What follows belongs to an exercise in optimizing a design on an open flow for small area and few clock cycles per item; a production flow would make more cautious choices. The RTL was checked by simulation tests, not by an equivalence proof against the original design.

==> flow/design.v (excerpt) <==
module fp_mul_pipe #(
  parameter int EXP_W = 8,
  parameter int MAN_W = 23,
  parameter int TAG_W = 4
) (
  input  logic                           clk,
  input  logic                           rst_n,
  input  logic                           in_valid,
  output logic                           in_ready,
  input  logic [EXP_W+MAN_W:0]           in_a,
  input  logic [EXP_W+MAN_W:0]           in_b,
  input  logic [TAG_W-1:0]               in_tag,
  output logic                           out_valid,
  input  logic                           out_ready,
  output logic [EXP_W+MAN_W:0]           out_y,
  output logic [TAG_W-1:0]               out_tag,
  output logic [3:0]                     out_flags
);
For scale: ~17000 µm² of cells after synthesis.
clock: 7.5 ns
lec_check: 0
abc_area: 1
cap_margin: 20
core_margin: 2
core_utilization: 40
slew_margin: 20
synth_hierarchical: 1
run.sh (not shown) runs the stock make flow with config.mk's settings and CLKGATE_MAP_FILE= SYNTH_SCRIPT=/design/flow/synth_recipe.tcl, a recipe that flattens the netlist after the stock synthesis.
The starting point went through all stages and came out clean.
Testbench counts at the start, summed over its fixed seeds: cycles 24,008, items 24,000.
==> next run, changes <==
Settings changed: CORE_UTILIZATION 40 to 30.
The changed run finished with timing, DRC and antenna clean.
Design area stays flat.
Synthesized cell count stays the same.
Hold slack gains 0.018 ns.
Via count grows slightly.
Core utilization shrinks by 12 points.
Clock-buffer cell count stays the same.
Worst setup slack loses 0.11 ns.
Final cell count grows by a few percent.
==> next run, changes <==
Settings changed: CAP_MARGIN 20 to 0, CORE_UTILIZATION 30 to 55, SLEW_MARGIN 20 to 0.
After rerunning:
- routed wire length shrinks by 7.5%
- die area shrinks by 45%
- worst setup slack is about the same
- hold slack is worse by 0.050 ns
- register-to-register slack is better by 0.07 ns
==> next run, changes <==
Settings changed: CAP_MARGIN 0 to 20, CORE_UTILIZATION 55 to 40, GPL_TIMING_DRIVEN set to 0, SLEW_MARGIN 0 to 20.
- The new run finished with timing, DRC and antenna clean
- final cell count went up by 6.3%
- routed wire length went up by 20%
- final area went up by 3.4%
- worst setup slack is worse by 0.040 ns
==> next run, changes <==
==> flow/flow/run.sh (new file) <==
#!/bin/bash
# Own flow: the standard layout (standard.sh, which runs the standard
# synthesis unchanged and ORFS from floorplan to finish), except that the
# input and output ports are buffered with the smallest buffer cell
# (sky130_fd_sc_hd__buf_1) instead of the cell buffer_ports picks by default.
# Repair may still resize these buffers where timing or slew needs it.
set -euo pipefail
export BUFFER_PORTS_ARGS="-buffer_cell sky130_fd_sc_hd__buf_1"
bash standard.sh finish > standard_flow.log 2>&1
==> flow/standard.sh (new file) <==
#!/bin/bash
# synth_recipe.tcl (not shown) runs the flow's synth.tcl, then flattens the netlist and writes it again
# the make line also repeats each setting of config.mk as NAME=value (left out here)
make -C /OpenROAD-flow-scripts/flow DESIGN_CONFIG=/design/flow/config.mk WORK_HOME=/design/flow/orfs CLKGATE_MAP_FILE= SYNTH_SCRIPT=/design/flow/synth_recipe.tcl "${@:-finish}"
Settings changed: CORE_UTILIZATION 40 to 30, GPL_TIMING_DRIVEN 0 to not set.
removed: flow/run.sh
Result: The new run produced a clean layout. Final area went down by roughly a tenth. Wire length fell by roughly a tenth. Global-route usage goes down by 9.1 points. Hold slack gains 0.10 ns.


## build 84
fp_mul_pipe, a different RTL version from the one above (not shown whole).
Size: ~1,800 cells after synthesis, ~45 flip-flops, roughly 16,000 um^2 of cells after synthesis.
Settings: LEC_CHECK=0, ABC_AREA=1, CAP_MARGIN=20, CORE_MARGIN=2, CORE_UTILIZATION=40, SLEW_MARGIN=20, SYNTH_HIERARCHICAL=1; clock period 7.5 ns.
standard.sh (not shown) runs the stock make flow with config.mk's settings and CLKGATE_MAP_FILE= SYNTH_SCRIPT=/design/flow/synth_recipe.tcl, a recipe that flattens the netlist after the stock synthesis.
==> flow/flow/run.sh <==
#!/bin/bash
# Own flow: the standard layout (standard.sh, which runs the standard
# synthesis unchanged and ORFS from floorplan to finish), with two changes:
# - the input and output ports are buffered with the smallest buffer cell
#   (sky130_fd_sc_hd__buf_1) instead of the cell buffer_ports picks by
#   default; repair may still resize them where timing or slew needs it;
# - after global routing, ORFS's power recovery (repair_timing
#   -recover_power) downsizes gates on paths that have slack to spare.
set -euo pipefail
export BUFFER_PORTS_ARGS="-buffer_cell sky130_fd_sc_hd__buf_1"
export RECOVER_POWER=100
bash standard.sh finish > standard_flow.log 2>&1
| build 84 | all stages done | FAIL | capacitance limit, slew limit |
Testbench counts of build 84, summed over its fixed seeds: cycles 24,008, items 24,000.
Modified inputs, build 70 compared to build 84
- PLACE_DENSITY newly set to 0.8
==> flow/flow/run.sh <==
#!/bin/bash
# Own flow: the standard layout (standard.sh, which runs the standard
# synthesis unchanged and ORFS from floorplan to finish), except that the
# input and output ports are buffered with the smallest buffer cell
# (sky130_fd_sc_hd__buf_1) instead of the cell buffer_ports picks by default.
# Repair may still resize these buffers where timing or slew needs it.
set -euo pipefail
export BUFFER_PORTS_ARGS="-buffer_cell sky130_fd_sc_hd__buf_1"
bash standard.sh finish > standard_flow.log 2>&1
[summary]
Every run in build 84 and build 70 closed cleanly, with the single exception of build 84. In build 84 the implementation completed, yet the final layout does not meet the checks, the culprit being capacitance limit, slew limit. Termination of the worst setup path = lo_q[47]$_DFFE_PP_: build 70; termination of the worst setup path = lo_q[46]$_DFFE_PP_: build 84. Against build 84, build 70 comes in 2.0% higher on via count of the first global-routing pass. Build 70 vs. build 84: largest net degree at the start of global routing rose 1; final hold slack fell 84 ps; routed wire length fell 1.8 mm; sequential share of layout area about even. Lower final instance count without filler cells was reported by build 70, not build 84.
Edits applied to the flow inputs when going from build 70 to build 21:
- clearing PLACE_DENSITY, which used to be 0.8
- putting TNS_END_PERCENT at 0 where nothing was set
Results
Build 70 → build 21: placed cell count now sits higher; critical path depth shows a reduction of about 7%; number of nets in the final layout shows an increase of 0.73%.
Every run (build 70 and build 21) finished clean.
Looking at critical path startpoint, the in_b[8] result is from build 70; the in_b[15] one comes from build 21.

-- port drivers added, routing unchanged --
How much do the figures lean on ideal ports? The routed layouts below were timed once more, with nothing changed but the port constraints.
Step 1 (the two cells are an assumption about what drives the block):
set clk [get_ports {clk}]
set_driving_cell -lib_cell sky130_fd_sc_hd__clkbuf_16 $clk
set_driving_cell -lib_cell sky130_fd_sc_hd__buf_2 [delete_from_list [all_inputs] $clk]
Step 2, shift: input delay + t, output delay - t, t = (earliest + latest rising clock arrival at the registers) / 2. This alone moves slack from input paths to output paths.
Three values: ideal ports, drivers, drivers and shift; two values: the first two.
| run | t (ns) | slack for setup (ns) | worst setup path at the end | latest minus earliest clock arrival (ns) | worst slew at a driven data input, ns |
|---|---|---|---|---|---|
| the first run of note 1 | 0.335 | 0.288 / 0.302 / -0.033 | input to register | 0.010 / 0.010 | 0.07 |
| the second run of note 1 | 0.341 | 0.174 / 0.151 / -0.190 | input to register | 0.013 / 0.012 | 0.16 |
| the third run of note 1 | 0.332 | 0.172 / 0.171 / -0.161 | input to register | 0.007 / 0.006 | 0.07 |
| the fourth run of note 1 | 0.332 | 0.132 / 0.145 / -0.186 | input to register | 0.007 / 0.007 | 0.04 |
| the fifth run of note 1 | 0.341 | 0.307 / 0.315 / -0.026 | input to register | 0.007 / 0.007 | 0.14 |
| build 84 | 0.330 | 0.395 / 0.407 / 0.077 | input to register | 0.006 / 0.007 | 0.13 |
| build 70 | 0.321 | 0.250 / 0.243 / -0.078 | input to register | 0.006 / 0.006 | 0.14 |
| build 21 | 0.330 | 0.432 / 0.412 / 0.082 | input to register | 0.007 / 0.006 | 0.13 |
Met with ideal ports but missed after step 2: setup timing in 6 of these runs. The setup slack of the second run of note 1, which loses most, moves by -0.023 ns with the drivers and by -0.364 ns with both steps.
